Source: an optimization exercise on an open RTL-to-GDS flow (aim: small area). Production flows keep margins and buffers that such runs may drop.
Only simulation tests tie the RTL to the original design; equivalence was not proved.
Power and IR drop assume default switching activity.

lagoon:
==> flow/design.v <==
module rs_encode_line_adapter #(
    parameter int DATA_W    = 64,
    parameter int RS_K_MAX  = 223,
    parameter int NUM_PAR   = 32,
    parameter int OUT_DEPTH = 4,
    localparam int DATA_BYTES = DATA_W / 8,
    localparam int CFG_W      = $clog2(RS_K_MAX + 1),
    localparam int PARITY_W   = 8 * NUM_PAR
) (
    input  logic                clk,
    input  logic                rst_n,
    input  logic [CFG_W-1:0]    cfg_k,
    input  logic                src_line_val,
    input  logic [DATA_W-1:0]   src_line,
    output logic                src_line_rdy,
    output logic                enc_start,
    output logic                enc_sym_val,
    output logic [7:0]          enc_sym,
    input  logic                enc_par_val,
    input  logic [7:0]          enc_par,
    output logic                dst_line_val,
    output logic [DATA_W-1:0]   dst_line,
    output logic [PARITY_W-1:0] dst_parity,
    output logic                dst_last,
    input  logic                dst_line_rdy,
    output logic                busy,
    output logic [1:0]          dbg_state
);
    localparam int BI_W  = $clog2(DATA_BYTES);
    localparam int PTR_W = $clog2(OUT_DEPTH);
    localparam int CNT_W = $clog2(OUT_DEPTH + 1);
    localparam int PC_W  = $clog2(NUM_PAR);
    localparam logic [CFG_W-1:0] K_MAX = CFG_W'(RS_K_MAX);
    localparam logic [1:0] IDLE = 2'd0, SER = 2'd1, WAIT_PAR = 2'd2;
    logic [1:0]            state, state_nxt;
    logic                  blk_active;
    logic                  first_byte;
    logic                  last_line;
    logic                  init_done;
    logic [BI_W-1:0]       byte_idx;
    logic [CFG_W-1:0]      rem;
    logic [PC_W-1:0]       par_cnt;
    logic [DATA_W-1:0]     mem_line [OUT_DEPTH];
    logic [PARITY_W-1:0]   mem_par  [OUT_DEPTH];
    logic [OUT_DEPTH-1:0]  mem_last;
    logic [PTR_W-1:0]      wr_ptr, ser_ptr;
    logic [OUT_DEPTH-1:0]  rd_oh;         
    logic [CNT_W-1:0]      count;
    logic [CFG_W-1:0]      k_new, rem_in;
    logic                  next_is_last, room, line_end, ser_done;
    logic                  par_hit, par_final, accept, push, pop;
    logic [DATA_W-1:0]     held_next;
    logic [DATA_W-1:0]     ser_line;
    always_comb begin
        state_nxt = state;
        k_new     = (cfg_k == '0 || cfg_k > K_MAX) ? K_MAX : cfg_k;
        case (state)
            IDLE:    rem_in = blk_active ? rem : k_new;
            SER:     rem_in = rem - 1'b1;
            default: rem_in = rem;
        endcase
        next_is_last = (32'(rem_in) <= DATA_BYTES);
        room = next_is_last ? (count < CNT_W'(OUT_DEPTH)) : (count < CNT_W'(OUT_DEPTH - 1));
        line_end  = (state == SER) && (byte_idx == BI_W'(DATA_BYTES - 1)) && !last_line;
        ser_done  = (state == SER) && last_line && (rem == CFG_W'(1));
        src_line_rdy = init_done && room && ((state == IDLE) || line_end);
        accept    = src_line_val && src_line_rdy;
        par_hit   = (state == WAIT_PAR) && enc_par_val;
        par_final = par_hit && (par_cnt == PC_W'(NUM_PAR - 1));
        held_next = src_line;
        case (state)
            IDLE:     if (accept) state_nxt = SER;
            SER:      if (ser_done) state_nxt = WAIT_PAR;
                      else if (line_end && !accept) state_nxt = IDLE;
            WAIT_PAR: if (par_final) state_nxt = IDLE;
            default:  state_nxt = IDLE;
        endcase
    end
    always_ff @(posedge clk or negedge rst_n) begin
        if (!rst_n) state <= IDLE;
        else        state <= state_nxt;
    end
    always_ff @(posedge clk or negedge rst_n) begin
        if (!rst_n) begin
            blk_active <= 1'b0;
            first_byte <= 1'b0;
            last_line  <= 1'b0;
            init_done  <= 1'b0;
            byte_idx   <= '0;
            rem        <= '0;
            par_cnt    <= '0;
        end else begin
            init_done <= 1'b1;
            if (state == SER) begin
                byte_idx   <= byte_idx + 1'b1;
                rem        <= rem - 1'b1;
                first_byte <= 1'b0;
            end
            if (accept) begin
                byte_idx   <= '0;
                rem        <= rem_in;
                last_line  <= next_is_last;
                first_byte <= !blk_active;
                blk_active <= 1'b1;
            end
            if (par_hit) par_cnt <= par_cnt + 1'b1;
            if (par_final) blk_active <= 1'b0;
        end
    end
    always_comb begin
        push = (accept && !next_is_last) || par_final;
        pop  = dst_line_val && dst_line_rdy;
    end
    always_ff @(posedge clk or negedge rst_n) begin
        if (!rst_n) begin
            rd_oh  <= OUT_DEPTH'(1);
            wr_ptr <= '0;
            count  <= '0;
        end else begin
            if (push) wr_ptr <= (wr_ptr == PTR_W'(OUT_DEPTH - 1)) ? '0 : wr_ptr + 1'b1;
            if (pop)  rd_oh  <= {rd_oh[OUT_DEPTH-2:0], rd_oh[OUT_DEPTH-1]};
            case ({push, pop})
                2'b10:   count <= count + 1'b1;
                2'b01:   count <= count - 1'b1;
                default: count <= count;
            endcase
        end
    end
    always_ff @(posedge clk) begin
        for (int i = 0; i < OUT_DEPTH; i++) begin
            if (accept && wr_ptr == PTR_W'(i)) begin
                mem_line[i] <= held_next;
                mem_last[i] <= next_is_last;
            end
            if (par_hit && wr_ptr == PTR_W'(i))
                mem_par[i] <= PARITY_W'({mem_par[i], enc_par});
        end
    end
    assign ser_ptr  = last_line ? wr_ptr : wr_ptr - 1'b1;
    assign ser_line = mem_line[ser_ptr];
    assign dst_line_val = (count != '0);
    always_comb begin
        dst_line   = '0;
        dst_parity = '0;
        dst_last   = 1'b0;
        for (int i = 0; i < OUT_DEPTH; i++) begin
            dst_line   = dst_line   | (mem_line[i] & {DATA_W{rd_oh[i]}});
            dst_parity = dst_parity | (mem_par[i]  & {PARITY_W{rd_oh[i]}});
            dst_last   = dst_last   | (mem_last[i] & rd_oh[i]);
        end
    end
    assign enc_sym_val  = (state == SER);
    assign enc_start    = (state == SER) && first_byte;
    assign enc_sym      = ser_line[DATA_W-1-8*byte_idx -: 8];
    assign busy         = blk_active;
    assign dbg_state    = state;
endmodule
==> flow/config.mk <==
export PLATFORM = sky130hd
export DESIGN_NAME = rs_encode_line_adapter
export DESIGN_NICKNAME = rs_encode_line_adapter
export VERILOG_FILES = /design/flow/design.v
export SDC_FILE = /design/flow/constraint.sdc
export NUM_CORES = 4
export LEC_CHECK = 0
export CAP_MARGIN = 20
export CORE_MARGIN = 2
export CORE_UTILIZATION = 40
export SLEW_MARGIN = 20
==> flow/constraint.sdc <==
create_clock -name core_clock -period 6.0 [get_ports {clk}]
set_input_delay 1.2000 -clock core_clock [delete_from_list [all_inputs] [get_ports {clk}]]
set_output_delay 1.2000 -clock core_clock [all_outputs]
set_load 0.01 [all_outputs]
run.sh (not shown) runs the stock make flow with config.mk's settings and CLKGATE_MAP_FILE= SYNTH_SCRIPT=/design/flow/synth_recipe.tcl, a recipe that flattens the netlist after the stock synthesis.
--- input diff lagoon..onyx ---
Settings: changing CORE_UTILIZATION from 40 to 65; setting BUFFER_PORTS_ARGS to -buffer_cell sky130_fd_sc_hd__buf_1 for the first time; setting CTS_ARGS to -sink_clustering_enable -repair_clock_nets -buf_list sky130_fd_sc_hd__clkbuf_16 -sink_clustering_size 30 -sink_clustering_max_diameter 60 -dont_use_dummy_load for the first time; setting PLACE_DENSITY to 0.75 for the first time.
==> flow/flow/run.sh (new file) <==
#!/bin/bash
# Standard ORFS layout with smaller port buffers and a leaner clock tree.
set -e
cat >> config.mk <<'MK'
export BUFFER_PORTS_ARGS = -buffer_cell sky130_fd_sc_hd__buf_1
export CTS_ARGS = -sink_clustering_enable -repair_clock_nets -buf_list sky130_fd_sc_hd__clkbuf_16 -sink_clustering_size 30 -sink_clustering_max_diameter 60 -dont_use_dummy_load
MK
bash standard.sh > standard.log 2>&1
==> flow/standard.sh (new file) <==
#!/bin/bash
# synth_recipe.tcl (not shown) runs the flow's synth.tcl, then flattens the netlist and writes it again
# the make line also repeats each setting of config.mk as NAME=value (left out here)
make -C /OpenROAD-flow-scripts/flow DESIGN_CONFIG=/design/flow/config.mk WORK_HOME=/design/flow/orfs CLKGATE_MAP_FILE= SYNTH_SCRIPT=/design/flow/synth_recipe.tcl "${@:-finish}"
removed: flow/run.sh
## What came out
onyx does better than lagoon on sum of routed wire length over all layers.
Delta (onyx minus lagoon): switching component of the power moved down, synthesized area level, clock sink count level, met2 demand-to-capacity share in global routing moved up, die area moved down.
Non-clock buffer count came out lower on onyx than on lagoon.
On minimum setup slack in the final design: onyx sits above lagoon.
Diff lagoon -> onyx | final-stage net count | decrease of 2.8%
[onyx] met1 capacity usage during global routing rose 12 points relative to lagoon
--- input diff onyx..quartz ---
Settings: swapping 65 for 40 in CORE_UTILIZATION; swapping -sink_clustering_enable -repair_clock_nets -buf_list sky130_fd_sc_hd__clkbuf_16 -sink_clustering_size 30 -sink_clustering_max_diameter 60 -dont_use_dummy_load for -sink_clustering_enable -repair_clock_nets -buf_list sky130_fd_sc_hd__clkbuf_8 -sink_clustering_size 16 -sink_clustering_max_diameter 50 -dont_use_dummy_load in CTS_ARGS; clearing PLACE_DENSITY, which used to be 0.75.
==> flow/flow/run.sh <==
#!/bin/bash
# Standard ORFS layout with smaller port buffers and a leaner clock tree.
set -e
cat >> config.mk <<'MK'
export BUFFER_PORTS_ARGS = -buffer_cell sky130_fd_sc_hd__buf_1
export CTS_ARGS = -sink_clustering_enable -repair_clock_nets -buf_list sky130_fd_sc_hd__clkbuf_8 -sink_clustering_size 16 -sink_clustering_max_diameter 50 -dont_use_dummy_load
MK
bash standard.sh > standard.log 2>&1
## What came out
Looking at arrival time at the worst endpoint across quartz and onyx, the one that comes out lower is onyx. Compared with onyx, quartz shows sequential share of layout area lower by 1.5 points. Routed wire length deteriorates in quartz relative to onyx. The higher multi-input gate share of total cell area of quartz and onyx is in onyx. Total power was lower in the run labelled onyx. NOTE: cell count in quartz exceeds that of onyx. In the tables for quartz and onyx, portion of total power attributed to the clock network reads lower with onyx.
What fjord does differently from quartz at the input level:
Settings: CTS_ARGS: -sink_clustering_enable -repair_clock_nets -buf_list sky130_fd_sc_hd__clkbuf_8 -sink_clustering_size 16 -sink_clustering_max_diameter 50 -dont_use_dummy_load -> -sink_clustering_enable -repair_clock_nets -buf_list sky130_fd_sc_hd__clkbuf_8 -sink_clustering_size 18 -sink_clustering_max_diameter 60 -dont_use_dummy_load; CORE_UTILIZATION: 40 -> 75; PLACE_DENSITY: unset -> 0.85.
==> flow/flow/run.sh <==
#!/bin/bash
# Standard ORFS layout with smaller port buffers and a leaner clock tree.
set -e
cat >> config.mk <<'MK'
export BUFFER_PORTS_ARGS = -buffer_cell sky130_fd_sc_hd__buf_1
export CTS_ARGS = -sink_clustering_enable -repair_clock_nets -buf_list sky130_fd_sc_hd__clkbuf_8 -sink_clustering_size 18 -sink_clustering_max_diameter 60 -dont_use_dummy_load
MK
bash standard.sh > standard.log 2>&1
Notes after the runs:
- fjord vs. quartz: cell total after placement moved down, total power shrank by about 5%, final core area utilization increased by 37 points relative to the old numbers, fraction of the mapped netlist area in adder cells essentially unchanged, worst setup slack now sits higher.
Edits applied to the flow inputs when going from fjord to yarrow:
Settings: a change of PLACE_DENSITY from 0.85 to 0.75; a change of CAP_MARGIN from 20 to 5; a change of CORE_UTILIZATION from 75 to 65; a change of CTS_ARGS from -sink_clustering_enable -repair_clock_nets -buf_list sky130_fd_sc_hd__clkbuf_8 -sink_clustering_size 18 -sink_clustering_max_diameter 60 -dont_use_dummy_load to -sink_clustering_enable -repair_clock_nets -buf_list sky130_fd_sc_hd__clkbuf_8 -sink_clustering_size 20 -sink_clustering_max_diameter 40 -dont_use_dummy_load; a change of SLEW_MARGIN from 20 to 5.
==> flow/flow/run.sh <==
#!/bin/bash
# Standard ORFS layout with smaller port buffers and a leaner clock tree.
set -e
cat >> config.mk <<'MK'
export BUFFER_PORTS_ARGS = -buffer_cell sky130_fd_sc_hd__buf_1
export CTS_ARGS = -sink_clustering_enable -repair_clock_nets -buf_list sky130_fd_sc_hd__clkbuf_8 -sink_clustering_size 20 -sink_clustering_max_diameter 40 -dont_use_dummy_load
MK
bash standard.sh > standard.log 2>&1
==> comparison <==
- Looking at the reports, yarrow completed the entire flow and the layout it produced met the timing, DRC and antenna checks.
- [compare] base=fjord new=yarrow: total power higher, final-layout clock buffer total picked up an extra 67%, hold slack roughly the same, non-clock buffer total of the final layout lost 8.
- Per the comparison of yarrow with fjord, CTS buffer count shows an increase of 56; share of cells above drive strength 1 higher.
- From fjord to yarrow the numbers moved as follows: wire length reported by the detailed router has decreased; global routing usage summed across all routing layers fell 5.4 points.
- Portion of total power attributed to the clock network for yarrow: 4.1 points up relative to fjord
For amber, these inputs were changed with respect to yarrow:
Settings: BUFFER_PORTS_ARGS: -buffer_cell sky130_fd_sc_hd__buf_1 -> unset; PLACE_DENSITY: 0.75 -> unset; CTS_ARGS: -sink_clustering_enable -repair_clock_nets -buf_list sky130_fd_sc_hd__clkbuf_8 -sink_clustering_size 20 -sink_clustering_max_diameter 40 -dont_use_dummy_load -> unset; CORE_UTILIZATION: 65 -> 40; SLEW_MARGIN: 5 -> 20; CTS_BUF_LIST: unset -> sky130_fd_sc_hd__clkbuf_4; CAP_MARGIN: 5 -> 20.
==> flow/run.sh (new file) <==
#!/bin/bash
# synth_recipe.tcl (not shown) runs the flow's synth.tcl, then flattens the netlist and writes it again
# the make line also repeats each setting of config.mk as NAME=value (left out here)
make -C /OpenROAD-flow-scripts/flow DESIGN_CONFIG=/design/flow/config.mk WORK_HOME=/design/flow/orfs CLKGATE_MAP_FILE= SYNTH_SCRIPT=/design/flow/synth_recipe.tcl finish
removed: flow/flow/run.sh
removed: flow/standard.sh
==> notes.md <==
Going from yarrow to amber, number of global-route vias before repair went up 5.7%; layout-stage area growth over the synthesis result went up 12 points; CTS buffer count grew by 218; final cell area excluding filler cells now larger; global-route wire length before repair higher. Summary of amber over yarrow: count of boundary I/O pins about even; maximum level of the CTS H-tree increased 1; combinational share of power dropped 1.2 points.

[port drivers added, routing unchanged]
Ports are ideal in the flow. The routed layouts listed here were re-timed in OpenROAD.
Step 1 (the two cells are an assumption about what drives the block):
set clk [get_ports {clk}]
set_driving_cell -lib_cell sky130_fd_sc_hd__clkbuf_16 $clk
set_driving_cell -lib_cell sky130_fd_sc_hd__buf_2 [delete_from_list [all_inputs] $clk]
Step 2, shift: input delay + t, output delay - t, t = (earliest + latest rising clock arrival at the registers) / 2. This alone moves slack from input paths to output paths.
Three values: ideal ports, drivers, drivers and shift; two values: the first two.
| run | shift t [ns] | slack for setup (ns) | cell pins on the clock port's net |
|---|---|---|---|
| lagoon | 0.814 | 0.407 / 0.337 / 0.945 | 1 |
| onyx | 0.672 | 0.653 / 0.588 / 1.261 | 1 |
| quartz | 0.881 | 0.345 / 0.271 / 1.152 | 1 |
| fjord | 0.730 | 0.414 / 0.350 / 1.060 | 1 |
| yarrow | 0.829 | 0.511 / 0.444 / 1.273 | 1 |
| amber | 1.254 | 0.265 / 0.201 / 0.948 | 1 |
After both steps setup and hold are still met in every run listed.
